This design comes from an exercise in tuning for small area on the open sky130 flow, not from production work. At most, simulation tests tie the RTL to the original design; equivalence was not proved. Power figures rest on the tool's default switching activity, not on a simulated workload.

==> flow/design.v (excerpt) <==
module decode_stage (
    input  logic                                 clock,
    input  logic                                 reset,
    input  logic                                 clear,
    input  logic                                 stall,
    input  logic [4*32-1:0]       instructions,
    input  logic [4*32-1:0]       pcs,
    output logic [4*5-1:0] rd,
    output logic [4*5-1:0] rs,
    output logic [4*5-1:0] rt,
    output logic [4*3-1:0]           command,
    output logic [4*6-1:0]           control_signal,
    output logic [4-1:0]             sel_imm,
    output logic [4*32-1:0]       imm,
    output logic [4*32-1:0]       target_pc,
    output logic [4*32-1:0]       out_pcs
);
Size: roughly 1500 cells after synthesis, ~15000 um2 of cells after synthesis.
==> flow/config.mk <==
export PLATFORM = sky130hd
export DESIGN_NAME = decode_stage
export DESIGN_NICKNAME = decode_stage
export VERILOG_FILES = /design/flow/design.v
export SDC_FILE = /design/flow/constraint.sdc
export NUM_CORES = 4
export LEC_CHECK = 0
export CAP_MARGIN = 20
export CORE_MARGIN = 2
export CORE_UTILIZATION = 30
export PLACE_DENSITY = 0.5
export SLEW_MARGIN = 20
export SYNTH_HIERARCHICAL = 1
==> flow/constraint.sdc <==
create_clock -name core_clock -period 7.0 [get_ports {clock}]
set_input_delay 1.4000 -clock core_clock [delete_from_list [all_inputs] [get_ports {clock}]]
set_output_delay 1.4000 -clock core_clock [all_outputs]
set_load 0.01 [all_outputs]
standard.sh (not shown) runs the stock make flow with config.mk's settings and CLKGATE_MAP_FILE= SYNTH_SCRIPT=/design/flow/synth_recipe.tcl, a recipe that flattens the netlist after the stock synthesis.
==> flow/flow/run.sh <==
#!/bin/bash
# Standard layout, with the smallest buffer on every port and a clock tree of clkbuf_8 buffers, each
# driving a cluster of at most 16 flip-flops, without dummy loads.
set -euo pipefail
bash standard.sh 'BUFFER_PORTS_ARGS=-buffer_cell sky130_fd_sc_hd__buf_1' \
  'CTS_ARGS=-sink_clustering_enable -repair_clock_nets -dont_use_dummy_load -buf_list sky130_fd_sc_hd__clkbuf_8 -sink_clustering_size 16 -sink_clustering_max_diameter 80' \
  finish > make_finish.log 2>&1
The baseline ran to the end with no violations.
Next try:
==> flow/flow/run.sh (replaced) <==
#!/bin/bash
# Standard layout, with the smallest buffer on every port and a clock tree of clkbuf_8 buffers, each
# driving a cluster of at most 16 flip-flops, without dummy loads.
set -euo pipefail
bash standard.sh 'BUFFER_PORTS_ARGS=-buffer_cell sky130_fd_sc_hd__buf_1' \
  'CTS_ARGS=-sink_clustering_enable -repair_clock_nets -dont_use_dummy_load -buf_list sky130_fd_sc_hd__clkbuf_8 -sink_clustering_size 16 -sink_clustering_max_diameter 100' \
  finish > make_finish.log 2>&1
After rerunning:
- power came out lower by 1.9%
- routed wire length barely changes
- final area hardly moves
- setup slack gets worse by 0.032 ns

Another version of the RTL of decode_stage (not shown whole).
For scale: roughly 1500 cells after synthesis, about 0.015 mm² of cells after synthesis.
==> flow/design.v (excerpt) <==
module decode_stage (
    input  logic                                 clock,
    input  logic                                 reset,
    input  logic                                 clear,
    input  logic                                 stall,
    input  logic [4*32-1:0]       instructions,
    input  logic [4*32-1:0]       pcs,
    output logic [4*5-1:0] rd,
    output logic [4*5-1:0] rs,
    output logic [4*5-1:0] rt,
    output logic [4*3-1:0]           command,
    output logic [4*6-1:0]           control_signal,
    output logic [4-1:0]             sel_imm,
    output logic [4*32-1:0]       imm,
    output logic [4*32-1:0]       target_pc,
    output logic [4*32-1:0]       out_pcs
);
Settings: LEC_CHECK=0, CAP_MARGIN=20, CORE_MARGIN=2, CORE_UTILIZATION=30, PLACE_DENSITY=0.5, SLEW_MARGIN=20, SYNTH_HIERARCHICAL=1; clock period 7.0 ns.
==> flow/flow/run.sh <==
#!/bin/bash
# Standard layout, with the smallest buffer on every port and a clock tree of few, large clusters.
set -euo pipefail
bash standard.sh 'BUFFER_PORTS_ARGS=-buffer_cell sky130_fd_sc_hd__buf_1' \
  'CTS_ARGS=-sink_clustering_enable -repair_clock_nets -dont_use_dummy_load -buf_list sky130_fd_sc_hd__clkbuf_8 -sink_clustering_size 16 -sink_clustering_max_diameter 80' \
  SKIP_INCREMENTAL_REPAIR=1 SKIP_CTS_REPAIR_TIMING=1 \
  finish > make_finish.log 2>&1
The starting point completed, yet does not pass: setup timing.
Next try:
--- a/flow/flow/run.sh
+++ b/flow/flow/run.sh
@@ -5,3 +5,2 @@
   'CTS_ARGS=-sink_clustering_enable -repair_clock_nets -dont_use_dummy_load -buf_list sky130_fd_sc_hd__clkbuf_8 -sink_clustering_size 16 -sink_clustering_max_diameter 80' \
-  SKIP_INCREMENTAL_REPAIR=1 SKIP_CTS_REPAIR_TIMING=1 \
   finish > make_finish.log 2>&1
- CAP_MARGIN: 20 -> 0
- SLEW_MARGIN: 20 -> 0
Outcome: This time the run completed with no timing, DRC or antenna violations. Utilization came out higher by 0.19 points. Sequential power hardly moves. Routed wire length grows by 0.31%. Setup slack improved by 340 ps. Critical path depth does not change.
Next try:
- CAP_MARGIN: 0 -> 20
- SLEW_MARGIN: 0 -> 20
Effect: The changed run passed the timing, design-rule and antenna checks; global-route usage is unchanged; non-clock buffer count does not change; wire length does not change; total power is unchanged; synthesized cell count does not change.

## run a
Another version of the RTL of decode_stage (not shown whole).
Size in the first run: ~1500 cells after synthesis, ~260 flip-flops, ~740 I/O pins, about 15000 um^2 of cells after synthesis.
==> flow/config.mk <==
export PLATFORM = sky130hd
export DESIGN_NAME = decode_stage
export DESIGN_NICKNAME = decode_stage
export VERILOG_FILES = /design/flow/design.v
export SDC_FILE = /design/flow/constraint.sdc
export NUM_CORES = 4
export LEC_CHECK = 0
export CAP_MARGIN = 20
export CORE_MARGIN = 2
export CORE_UTILIZATION = 30
export PLACE_DENSITY = 0.5
export SLEW_MARGIN = 20
export SYNTH_HIERARCHICAL = 1
==> flow/constraint.sdc <==
create_clock -name core_clock -period 7.0 [get_ports {clock}]
set_input_delay 1.4000 -clock core_clock [delete_from_list [all_inputs] [get_ports {clock}]]
set_output_delay 1.4000 -clock core_clock [all_outputs]
set_load 0.01 [all_outputs]
==> flow/flow/run.sh <==
#!/bin/bash
# Standard layout, with the smallest buffer on every port and a clock tree of few, large clusters.
set -euo pipefail
bash standard.sh 'BUFFER_PORTS_ARGS=-buffer_cell sky130_fd_sc_hd__buf_1' \
  'CTS_ARGS=-sink_clustering_enable -repair_clock_nets -dont_use_dummy_load -buf_list sky130_fd_sc_hd__clkbuf_8 -sink_clustering_size 16 -sink_clustering_max_diameter 80' \
  finish > make_finish.log 2>&1
Run a completed end to end with timing, DRC and antenna clean.
Relative to run a, the following input files were edited for run b:
==> flow/flow/run.sh <==
#!/bin/bash
# Standard layout, with the smallest buffer on every port and a clock tree of few, large clusters.
set -euo pipefail
bash standard.sh 'BUFFER_PORTS_ARGS=-buffer_cell sky130_fd_sc_hd__buf_1' \
  'CTS_ARGS=-sink_clustering_enable -repair_clock_nets -dont_use_dummy_load -buf_list sky130_fd_sc_hd__clkbuf_16 -sink_clustering_size 24 -sink_clustering_max_diameter 120' \
  finish > make_finish.log 2>&1
Notes after the runs:
- Area of the multi-input gates: higher on run a
- Going from run a to run b, the setup slack was found to have gone down by 0.0033 ns.
- Looking at clock group share of total power across run b and run a, the one that comes out higher is run b.
- Comparing run b and run a, the lower total clock buffers created by CTS was measured on run b.
No functional check of the RTL was part of any run of this note.

## run 1
decode_stage with an RTL version that a note above also has.
For scale: ~260 flip-flops, about 740 I/O pins, roughly 0.015 mm2 of cells after synthesis.
Settings: LEC_CHECK=0, CAP_MARGIN=20, CORE_MARGIN=2, CORE_UTILIZATION=30, PLACE_DENSITY=0.65, SLEW_MARGIN=20, SYNTH_HIERARCHICAL=1; clock period 7.0 ns.
==> flow/flow/run.sh <==
#!/bin/bash
# Standard layout, with the smallest buffer on every port and a clock tree of clkbuf_8 buffers, each
# driving a cluster of at most 16 flip-flops, without dummy loads.
set -euo pipefail
bash standard.sh 'BUFFER_PORTS_ARGS=-buffer_cell sky130_fd_sc_hd__buf_1' \
  'CTS_ARGS=-sink_clustering_enable -repair_clock_nets -dont_use_dummy_load -buf_list sky130_fd_sc_hd__clkbuf_8 -sink_clustering_size 16 -sink_clustering_max_diameter 80' \
  finish > make_finish.log 2>&1
[inputs] run 2 vs run 1
- changing PLACE_DENSITY from 0.65 to 0.35
==> run summary <==
- Taking run 1 as the reference, in run 2 setup slack fell by 0.040 ns, critical-path maximum fanout fell by 4, weighted congestion at the end of routability-driven global placement fell by 0.11.
- Compared to run 1, run 2 has worst-case hold slack 0.0077 ns lower.
- ~same cell area after layout in run 1 and run 2
- In the metrics for run 1 and run 2, the one carrying the higher fraction of layout instances using a drive strength above 1 is run 2.
- Run 2: routed length on met3 about 15% below run 1
- Run 2 finished every stage and its layout cleared the timing, design-rule and antenna checks.
- Against run 1 as the reference, run 2 delivers a higher critical path data arrival time.

## juniper
RTL: one of the versions met above, not the one the previous note started from.
Size in the first run: roughly 1500 cells after synthesis, ~740 I/O pins, roughly 0.015 mm² of cells after synthesis.
clock: 7.0 ns
lec_check: 0
cap_margin: 20
core_margin: 2
core_utilization: 30
place_density: 0.5
slew_margin: 20
synth_hierarchical: 1
==> flow/flow/run.sh <==
#!/bin/bash
# Standard layout, with the smallest buffer on every port and a clock tree of few, large clusters.
set -euo pipefail
bash standard.sh 'BUFFER_PORTS_ARGS=-buffer_cell sky130_fd_sc_hd__buf_1' \
  'CTS_ARGS=-sink_clustering_enable -repair_clock_nets -dont_use_dummy_load -buf_list sky130_fd_sc_hd__clkbuf_8 -sink_clustering_size 16 -sink_clustering_max_diameter 80' \
  SKIP_INCREMENTAL_REPAIR=1 \
  finish > make_finish.log 2>&1
juniper had finished all stages when the layout checks came back failing, citing negative setup slack.
Inputs modified between juniper and fjord:
==> flow/flow/run.sh <==
#!/bin/bash
# Standard layout, with the smallest buffer on every port and a clock tree of few, large clusters.
set -euo pipefail
bash standard.sh 'BUFFER_PORTS_ARGS=-buffer_cell sky130_fd_sc_hd__buf_1' \
  'CTS_ARGS=-sink_clustering_enable -repair_clock_nets -dont_use_dummy_load -buf_list sky130_fd_sc_hd__clkbuf_16 -sink_clustering_size 24 -sink_clustering_max_diameter 120' \
  finish > make_finish.log 2>&1
Findings:
fjord vs. juniper: maximum frequency from static timing analysis up 4.8 MHz; worst setup slack rose 0.23 ns; clock share of power went up 1.0 points; number of antenna violations at the first check in global routing moved down; maximum resistive drop on vdd rose by about 40%. The final layout from fjord, which completed every stage, passed the timing, design-rule and antenna checks at the end of the flow. When fjord is measured against juniper, its met3 routing resource usage after global routing turns out 0.64 points lower. When fjord is measured against juniper, its final hold slack turns out 0.0045 ns higher. ~same overall routed net length in fjord and juniper. juniper -> fjord: inverter count delta 0, exact match.

==> what the ideal ports hide <==
Ports are ideal in the flow. The routed layouts listed here were re-timed in OpenROAD.
Step 1 (the two cells are an assumption about what drives the block):
set clk [get_ports {clock}]
set_driving_cell -lib_cell sky130_fd_sc_hd__clkbuf_16 $clk
set_driving_cell -lib_cell sky130_fd_sc_hd__buf_2 [delete_from_list [all_inputs] $clk]
Step 2 also shifts input and output timing later by t, the mid clock arrival at the registers, as if the neighbouring blocks saw the same clock.
Slacks: no drivers / after step 1 / after step 2; pairs: no drivers / after step 1.
| run | t, ns | setup slack, ns | slew at the worst register clock pin (ns) |
|---|---|---|---|
| the first run of note 1 | 0.639 | 0.250 / 0.203 / 0.842 | 0.11 / 0.11 |
| the second run of note 1 | 0.637 | 0.218 / 0.170 / 0.807 | 0.13 / 0.13 |
| the first run of note 2 | 0.640 | -0.088 / -0.135 / 0.505 | 0.11 / 0.11 |
| the second run of note 2 | 0.639 | 0.250 / 0.203 / 0.842 | 0.11 / 0.11 |
| the third run of note 2 | 0.639 | 0.250 / 0.203 / 0.842 | 0.11 / 0.11 |
| run a | 0.661 | 0.193 / 0.141 / 0.802 | 0.11 / 0.11 |
| run b | 0.557 | 0.190 / 0.138 / 0.695 | 0.10 / 0.10 |
| run 1 | 0.645 | 0.248 / 0.198 / 0.843 | 0.11 / 0.11 |
| run 2 | 0.671 | 0.208 / 0.150 / 0.822 | 0.11 / 0.11 |
| juniper | 0.637 | -0.009 / -0.056 / 0.581 | 0.11 / 0.11 |
| fjord | 0.556 | 0.217 / 0.165 / 0.721 | 0.12 / 0.12 |
